Source: an optimization exercise on an open RTL-to-GDS flow (aim: small area, a short achievable clock period and few clock cycles per item). Production flows keep margins and buffers that such runs may drop. Only simulation tests tie the RTL to the original design; equivalence was not proved.

===== config.mk =====
export PLATFORM = sky130hd
export DESIGN_NAME = subtitle_pixel_src_over_blend_unit
export DESIGN_NICKNAME = subtitle_pixel_src_over_blend_unit
export VERILOG_FILES = /design/flow/design.v
export SDC_FILE = /design/flow/constraint.sdc
export NUM_CORES = 4
export LEC_CHECK = 0
export CAP_MARGIN = 20
export CORE_MARGIN = 2
export CORE_UTILIZATION = 40
export SLEW_MARGIN = 20

===== constraint.sdc =====
create_clock -name core_clock -period 24.0 [get_ports {clk_i}]
set_input_delay 4.8000 -clock core_clock [delete_from_list [all_inputs] [get_ports {clk_i}]]
set_output_delay 4.8000 -clock core_clock [all_outputs]
set_load 0.01 [all_outputs]

===== design.v =====
`default_nettype none
package spsob_pkg;
  localparam int unsigned MaxCanvasDim = 4096;
  localparam int unsigned DimW = 13;
  localparam int unsigned NumW = 17;
  localparam int unsigned QuoW = 10;
  localparam logic [0:0] CfgIdxWidth  = 1'b0;
  localparam logic [0:0] CfgIdxHeight = 1'b1;
  typedef struct packed {
    logic signed [15:0] pos_x;
    logic signed [15:0] pos_y;
    logic [7:0]         coverage;
    logic [31:0]        source_color;
    logic [31:0]        dest_pixel;
  } req_t;
  typedef struct packed {
    logic        write_enable;
    logic [23:0] pixel_index;
    logic [31:0] new_pixel;
  } res_t;
  localparam int unsigned LaneW = NumW + QuoW;
  function automatic logic [7:0] div255(input logic [15:0] v);
    logic [16:0] t;
    t = {1'b0, v} + 17'd1 + {9'd0, v[15:8]};
    div255 = t[15:8];
  endfunction
endpackage
`default_nettype wire
`default_nettype none
module spsob_div_cell #(
  parameter int unsigned Bit = 0
) (
  input  wire logic                      clk_i,
  input  wire logic                      rst_ni,
  input  wire logic                      vld_i,
  input  wire logic [7:0]                oa_i,
  input  wire logic [3*spsob_pkg::LaneW-1:0] lane_i,
  input  wire logic [31:0]               side_i,
  input  wire logic                      we_i,
  input  wire logic [23:0]               idx_i,
  output logic                           vld_o,
  output logic [7:0]                     oa_o,
  output logic [3*spsob_pkg::LaneW-1:0]  lane_o,
  output logic [31:0]                    side_o,
  output logic                           we_o,
  output logic [23:0]                    idx_o
);
  logic [3*spsob_pkg::LaneW-1:0] lane_d, lane_q;
  logic [7:0]  oa_q;
  logic [31:0] side_q;
  logic        we_q, vld_q;
  logic [23:0] idx_q;
  always_comb begin
    logic [spsob_pkg::NumW+spsob_pkg::QuoW-1:0] dsh;
    logic [spsob_pkg::NumW-1:0] rem;
    dsh = {{(spsob_pkg::NumW+spsob_pkg::QuoW-8){1'b0}}, oa_i} << Bit;
    lane_d = lane_i;
    for (int l = 0; l < 3; l++) begin
      rem = lane_i[spsob_pkg::LaneW*l+spsob_pkg::QuoW +: spsob_pkg::NumW];
      if ({{spsob_pkg::QuoW{1'b0}}, rem} >= dsh) begin
        lane_d[spsob_pkg::LaneW*l+spsob_pkg::QuoW +: spsob_pkg::NumW] = rem - dsh[spsob_pkg::NumW-1:0];
        lane_d[spsob_pkg::LaneW*l+Bit] = 1'b1;
      end
    end
  end
  always_ff @(posedge clk_i) begin
    lane_q <= lane_d;
    oa_q   <= oa_i;
    side_q <= side_i;
    we_q   <= we_i;
    idx_q  <= idx_i;
  end
  always_ff @(posedge clk_i or negedge rst_ni) begin
    if (!rst_ni) vld_q <= 1'b0;
    else         vld_q <= vld_i;
  end
  assign vld_o  = vld_q;
  assign oa_o   = oa_q;
  assign lane_o = lane_q;
  assign side_o = side_q;
  assign we_o   = we_q;
  assign idx_o  = idx_q;
endmodule
`default_nettype wire
`default_nettype none
module subtitle_pixel_src_over_blend_unit #(
  parameter int unsigned MaxCanvasDim = spsob_pkg::MaxCanvasDim
) (
  input  wire logic              clk_i,
  input  wire logic              rst_ni,
  input  wire logic              start,
  output logic                   busy,
  input  wire logic [103:0]      req_i,
  output logic                   done_o,
  output logic [56:0]            res_o,
  input  wire logic              cfg_valid_i,
  output logic                   cfg_ready_o,
  input  wire logic              cfg_index_i,
  input  wire logic [12:0]       cfg_data_i
);
  localparam int unsigned QuoW = spsob_pkg::QuoW;
  spsob_pkg::req_t req;
  spsob_pkg::res_t res;
  assign req   = spsob_pkg::req_t'(req_i);
  assign res_o = res;
  logic [12:0] wid_q, hgt_q;
  logic [2:0]  vld_q;
  assign busy = 1'b0;
  assign cfg_ready_o = 1'b1;
  always_ff @(posedge clk_i or negedge rst_ni) begin
    if (!rst_ni) begin
      wid_q <= '0;
      hgt_q <= '0;
    end else if (cfg_valid_i) begin
      if (cfg_index_i == spsob_pkg::CfgIdxWidth) wid_q <= cfg_data_i;
      else                                      hgt_q <= cfg_data_i;
    end
  end
  logic [12:0] w_eff, h_eff;
  assign w_eff = ({2'b00, wid_q} > 15'(MaxCanvasDim)) ? 13'(MaxCanvasDim) : wid_q;
  assign h_eff = ({2'b00, hgt_q} > 15'(MaxCanvasDim)) ? 13'(MaxCanvasDim) : hgt_q;
  logic        on1_q;
  logic [15:0] cf1_q;
  logic [15:0] px1_q, py1_q;
  logic [31:0] col1_q, dst1_q;
  logic [12:0] w1_q;
  logic        on1_d;
  assign on1_d = !req.pos_x[15] && !req.pos_y[15] &&
                 (req.pos_x < $signed({3'b0, w_eff})) &&
                 (req.pos_y < $signed({3'b0, h_eff})) && (req.coverage != 8'd0);
  always_ff @(posedge clk_i) begin
    on1_q  <= on1_d;
    cf1_q  <= req.coverage * (8'd255 - req.source_color[7:0]);
    px1_q  <= req.pos_x;
    py1_q  <= req.pos_y;
    col1_q <= req.source_color;
    dst1_q <= req.dest_pixel;
    w1_q   <= w_eff;
  end
  logic [7:0]  fa2_q;
  logic [15:0] dai2_q;
  logic        we2_q;
  logic [23:0] idx2_q;
  logic [31:0] col2_q, dst2_q;
  logic [7:0]  fa1;
  assign fa1 = spsob_pkg::div255(cf1_q);
  always_ff @(posedge clk_i) begin
    fa2_q  <= fa1;
    dai2_q <= dst1_q[31:24] * (8'd255 - fa1);
    we2_q  <= on1_q && (fa1 != 8'd0);
    idx2_q <= {8'd0, py1_q} * {11'd0, w1_q} + {8'd0, px1_q};
    col2_q <= col1_q;
    dst2_q <= dst1_q;
  end
  logic [15:0] scterm [3];
  logic [16:0] dcterm [3];
  always_comb begin
    for (int l = 0; l < 3; l++) begin
      logic [23:0] p;
      logic [47:0] m;
      scterm[l] = col2_q[31-8*l -: 8] * fa2_q;
      p = dst2_q[23-8*l -: 8] * dai2_q;
      m = p * 48'd65793;
      dcterm[l] = m[40:24];
      if ((25'(dcterm[l]) + 25'd1) * 25'd255 <= 25'(p)) dcterm[l] = dcterm[l] + 17'd1;
    end
  end
  logic [7:0] dai255;
  assign dai255 = spsob_pkg::div255(dai2_q);
  logic [7:0] oa3_q;
  logic [3*spsob_pkg::LaneW-1:0] ln3_q;
  logic [31:0] dst3_q;
  logic        we3_q;
  logic [23:0] idx3_q;
  always_ff @(posedge clk_i) begin
    oa3_q <= fa2_q + dai255;
    for (int l = 0; l < 3; l++) begin
      ln3_q[spsob_pkg::LaneW*l +: spsob_pkg::LaneW] <= {{1'b0, scterm[l]} + dcterm[l], {QuoW{1'b0}}};
    end
    dst3_q <= dst2_q;
    we3_q  <= we2_q;
    idx3_q <= idx2_q;
  end
  logic                   cv [QuoW+1];
  logic [7:0]             coa [QuoW+1];
  logic [3*spsob_pkg::LaneW-1:0] cln [QuoW+1];
  logic [31:0]            csd [QuoW+1];
  logic                   cwe [QuoW+1];
  logic [23:0]            cix [QuoW+1];
  always_ff @(posedge clk_i or negedge rst_ni) begin
    if (!rst_ni) vld_q <= '0;
    else         vld_q <= {vld_q[1:0], start};
  end
  assign cv[0]  = vld_q[2];
  assign coa[0] = oa3_q;
  assign cln[0] = ln3_q;
  assign csd[0] = dst3_q;
  assign cwe[0] = we3_q;
  assign cix[0] = idx3_q;
  for (genvar g = 0; g < QuoW; g++) begin : g_cell
    spsob_div_cell #(.Bit(QuoW-1-g)) u_cell (
      .clk_i  (clk_i),  .rst_ni (rst_ni),
      .vld_i  (cv[g]),  .oa_i (coa[g]), .lane_i (cln[g]), .side_i (csd[g]),
      .we_i   (cwe[g]), .idx_i (cix[g]),
      .vld_o  (cv[g+1]), .oa_o (coa[g+1]), .lane_o (cln[g+1]), .side_o (csd[g+1]),
      .we_o   (cwe[g+1]), .idx_o (cix[g+1])
    );
  end
  assign done_o = cv[QuoW];
  always_comb begin
    res.write_enable = cwe[QuoW];
    res.pixel_index  = cwe[QuoW] ? cix[QuoW] : 24'd0;
    res.new_pixel    = cwe[QuoW] ?
      {coa[QuoW], cln[QuoW][7:0], cln[QuoW][spsob_pkg::LaneW +: 8],
       cln[QuoW][2*spsob_pkg::LaneW +: 8]} :
      csd[QuoW];
  end
endmodule
`default_nettype wire

===== run.sh =====
#!/bin/bash
# synth_recipe.tcl (not shown) runs the flow's synth.tcl, then flattens the netlist and writes it again
# the make line also repeats each setting of config.mk as NAME=value (left out here)
make -C /OpenROAD-flow-scripts/flow DESIGN_CONFIG=/design/flow/config.mk WORK_HOME=/design/flow/orfs CLKGATE_MAP_FILE= SYNTH_SCRIPT=/design/flow/synth_recipe.tcl finish

==> summary.txt <==
Detailed Route WL=235.1 mm; Hold EP=dst2_q[15]; Final Cell Area=0.1086 mm²; worst min-delay path category=reg -> reg; port buffer count=~180; Worst path max stage delay=just under 1000 ps; Worst R2R Start=dai2_q[2]; Rel. slew slack=27.94%; Core Box Area=0.2428 mm²; Avg Cell Area, Syn=10.06 µm²; Ys Warns=27; Final Hold Vio Count=0; layout cells sized above 1=4.422%; row count=181; 1st-iter DRT viols=3,115; Fin Clk Skew=around 60 ps; DP Area=0.1029 mm²; hpwl dp=191.6 mm; unrepaired setup endpoints after global routing=false; DIE WIDTH=497.7 µm; max-slew violations=0; pin count of the biggest net entering global routing=58; NumNets Final=12.06k; Layout area overhead=11.36%; number of cells on the worst hold path=0; Worst-Skew Late Latency=840 ps; setup violators final=0; GRT Residual Overflow=0; post-synthesis instance total=9,689; # IOs=~180; crit end category=flip-flop; CP dominant cell by count=inv_1; WP data required=between 20,000 and 25,000 ps; Yosys cell types=104; min cycle time layout=around 22,000 ps; Post-Synthesis Cell Area=0.09751 mm²; Worst-Margin Slew=~1100 ps; vias in the first global route=68.40k; initial antenna violation count=9; Clk pin slew, worst setup/hold paths=approximately 70 ps; hold buffers post-CTS=0; worst hold start=dst1_q[15]; Seq/Total Area, Yosys=32.94%; final period utilization=approximately 90%; die area=~0.25 mm²; WP buf/inv=13; clock sinks=1,595; delay-heaviest family, CP=adder cells; Yosys reg bits=1,595; Pre-antenna DRT Iters=5; status=finished clean; DR vias=~65k; Util after Layout=44.73%; Reg2Reg Depth=78; Slowest cell on crit path=dfxtp_1; clk buf depth=3; WS Path Type=reg -> reg; crit path DAT=22,750 ps; H-tree depth=4; max-cap viol count=0; Detail Route Antenna Nets=0; TritonCTS clock tree=built; reg2reg setup slack=1980 ps; number of flops mapped to enable cells by yosys=0; largest fanout on the critical path=25; Worst R2R End=ln3_q[80]; DR vias/cell=4.902; Max Clock Freq=roughly 45 MHz; Residual DRC=0; routed len/inst=17.75 µm; initial core utilization=approximately 40%; GR Util All Layers=approximately a fifth; Worst Setup Start Kind=flip-flop; first-pass GRT wire length=375.2 mm; CTS root buffer=clkbuf_16; Main synth FF type=dfxtp_1; Setup Fix Bufs, Post-CTS=0; Min Hold Slack=293.4 ps; Setup Total Neg Slack=0 ps; final weighted congestion in routability-driven placement=0.9103; post-CTS resize count=0; Post-synth ARST share=2.445%; Die H=~500 µm; CTS buffer count=166
-- area by class of cell --
class / count / area, µm²
Sequential cell: 1595 / 32130
Fill cell: 22930 / 134200
Clock buffer: 218 / 4672
Multi-Input combinational cell: 6412 / 59070
Tap cell: 3202 / 4006
Timing Repair Buffer: 206 / 1989
Clock inverter: 76 / 957.2
Antenna cell: 5 / 12.51
Inverter: 1533 / 5754
-- routing by layer --
| metal | vias up | part of all wire, % | GRT usage (%) |
|---|---|---|---|
| li1 | 31663 | - | - |
| met1 | 31718 | 43 | 24.01 |
| met2 | 1203 | 50 | 33.80 |
| met3 | 356 | 3.9 | 2.356 |
| met4 | 0 | 2.9 | 5.887 |
| met5 | - | 0 | 0 |
-- how the worst max path moves through the flow --
stage / startpoint / end / depth (start not counted) / slack [ps]
global route: dai2_q[2] / ln3_q[79] / 77 / 620
detailed placement: dai2_q[1] / ln3_q[80] / 78 / 2040
finish: dai2_q[2] / ln3_q[80] / 78 / 1980
floorplan: dai2_q[8] / ln3_q[80] / 79 / 4750
global placement: dst2_q[5] / ln3_q[80] / 78 / 2250
CTS: dai2_q[1] / ln3_q[79] / 77 / 2030
-- cell usage after synthesis, drive strengths merged (22+ instances only) --
library cell | n | area [µm²]
clkbuf | 160 | 600.6
a21o | 202 | 1516
dfxtp | 1556 | 31150
nor2 | 398 | 1536
inv | 1533 | 5754
nor2b | 145 | 909.6
and2 | 538 | 3366
a21oi | 414 | 2076
or4 | 25 | 191.4
o21ai | 289 | 1454
nor4 | 61 | 400.4
mux2 | 67 | 754.5
xnor2 | 407 | 3580
dfrtp | 39 | 975.9
nand4 | 62 | 387.9
mux2i | 22 | 220.2
a211oi | 38 | 290.3
ha | 1123 | 14050
nor3 | 111 | 580.6
a2111oi | 23 | 226.5
o21a | 56 | 421.7
a31oi | 28 | 175.2
xor2 | 198 | 1760
nand2 | 642 | 2410
and3 | 29 | 181.4
fa | 900 | 18020
nand3 | 86 | 435.4
o31ai | 25 | 187.7
a21boi | 40 | 300.3
o211ai | 30 | 225.2
or3 | 26 | 162.7
nand2b | 160 | 1001
o21bai | 36 | 270.3
-- through the flow --
stage / worst slack, ps / cells
after floorplan: 4750 / 9710
after global placement: 2251 / 12948
after detailed placement: 2036 / 12948
after CTS: 2030 / 13242
after global routing: 617.0 / 13243
final: 1980 / 13247
-- logic make-up (layout without fill, tap and decap cells) --
kind of cell,Yosys count,after routing,synth area share (%)
simple gates,2375,2375,12.64
fa+ha+maj,2032,2032,32.98
buf+inv,1703,2033,6.577
flops,1595,1595,32.94
compound gates,1288,1288,8.375
xor+xnor,605,605,5.476
mux,89,89,0.9995
other cells,2,28,0.007701
-- cells in the final DEF (no fill, tap or decap), types with 25 or more instances in the layout --
| cell | count |
|---|---|
| dfxtp_1 | 1555 |
| inv_1 | 1532 |
| ha_1 | 1123 |
| fa_1 | 900 |
| nand2_1 | 642 |
| and2_1 | 538 |
| a21oi_1 | 413 |
| xnor2_1 | 405 |
| nor2_1 | 389 |
| o21ai_0 | 276 |
| a21o_1 | 202 |
| xor2_1 | 196 |
| clkdlybuf4s50_1 | 178 |
| clkbuf_16 | 168 |
| nand2b_1 | 160 |
| nor2b_1 | 142 |
| nor3_1 | 106 |
| nand3_1 | 85 |
| mux2_2 | 67 |
| nand4_1 | 62 |
| nor4_1 | 58 |
| o21a_1 | 55 |
| dfrtp_1 | 39 |
| a211oi_1 | 37 |
| a21boi_0 | 37 |
| o21bai_1 | 36 |
| o211ai_1 | 30 |
| and3_1 | 29 |
| a31oi_1 | 28 |
| clkbuf_8 | 28 |
| buf_4 | 27 |
| or3_1 | 26 |
| o31ai_1 | 25 |
-- flip-flops by register name, indices dropped and copies added, names as in the netlist, 24 cells and up --
register	cells
col1_q	24
g_cell.u_cell.side_q	320
idx3_q	24
g_cell.u_cell.lane_q	567
col2_q	24
dst1_q	32
g_cell.u_cell.oa_q	80
ln3_q	51
g_cell.u_cell.idx_q	240
idx2_q	24
dst2_q	32
dst3_q	32
Testbench counts, summed over its fixed seeds: cycles 12,104, items 12,000.

-- what the ideal ports hide --
How much do the figures lean on ideal ports? The routed layout below was timed once more, with nothing changed but the port constraints.
Step 1 assumes that a clkbuf_16 drives the clock port and a buf_2 every other input.
Step 2, shift: input delay + t, output delay - t, t = (earliest + latest rising clock arrival at the registers) / 2. This alone moves slack from input paths to output paths.
Slacks: no drivers / after step 1 / after step 2; pairs: no drivers / after step 1.
shift t [ns]: 0.910
setup slack, ns: 1.980 / 1.980 / 1.980
worst register clock-pin slew, ns: 0.07 / 0.07
After both steps this run still meets setup and hold. For this run, drivers alone change the setup slack by 0.000 ns; drivers and shift together by 0.000 ns.
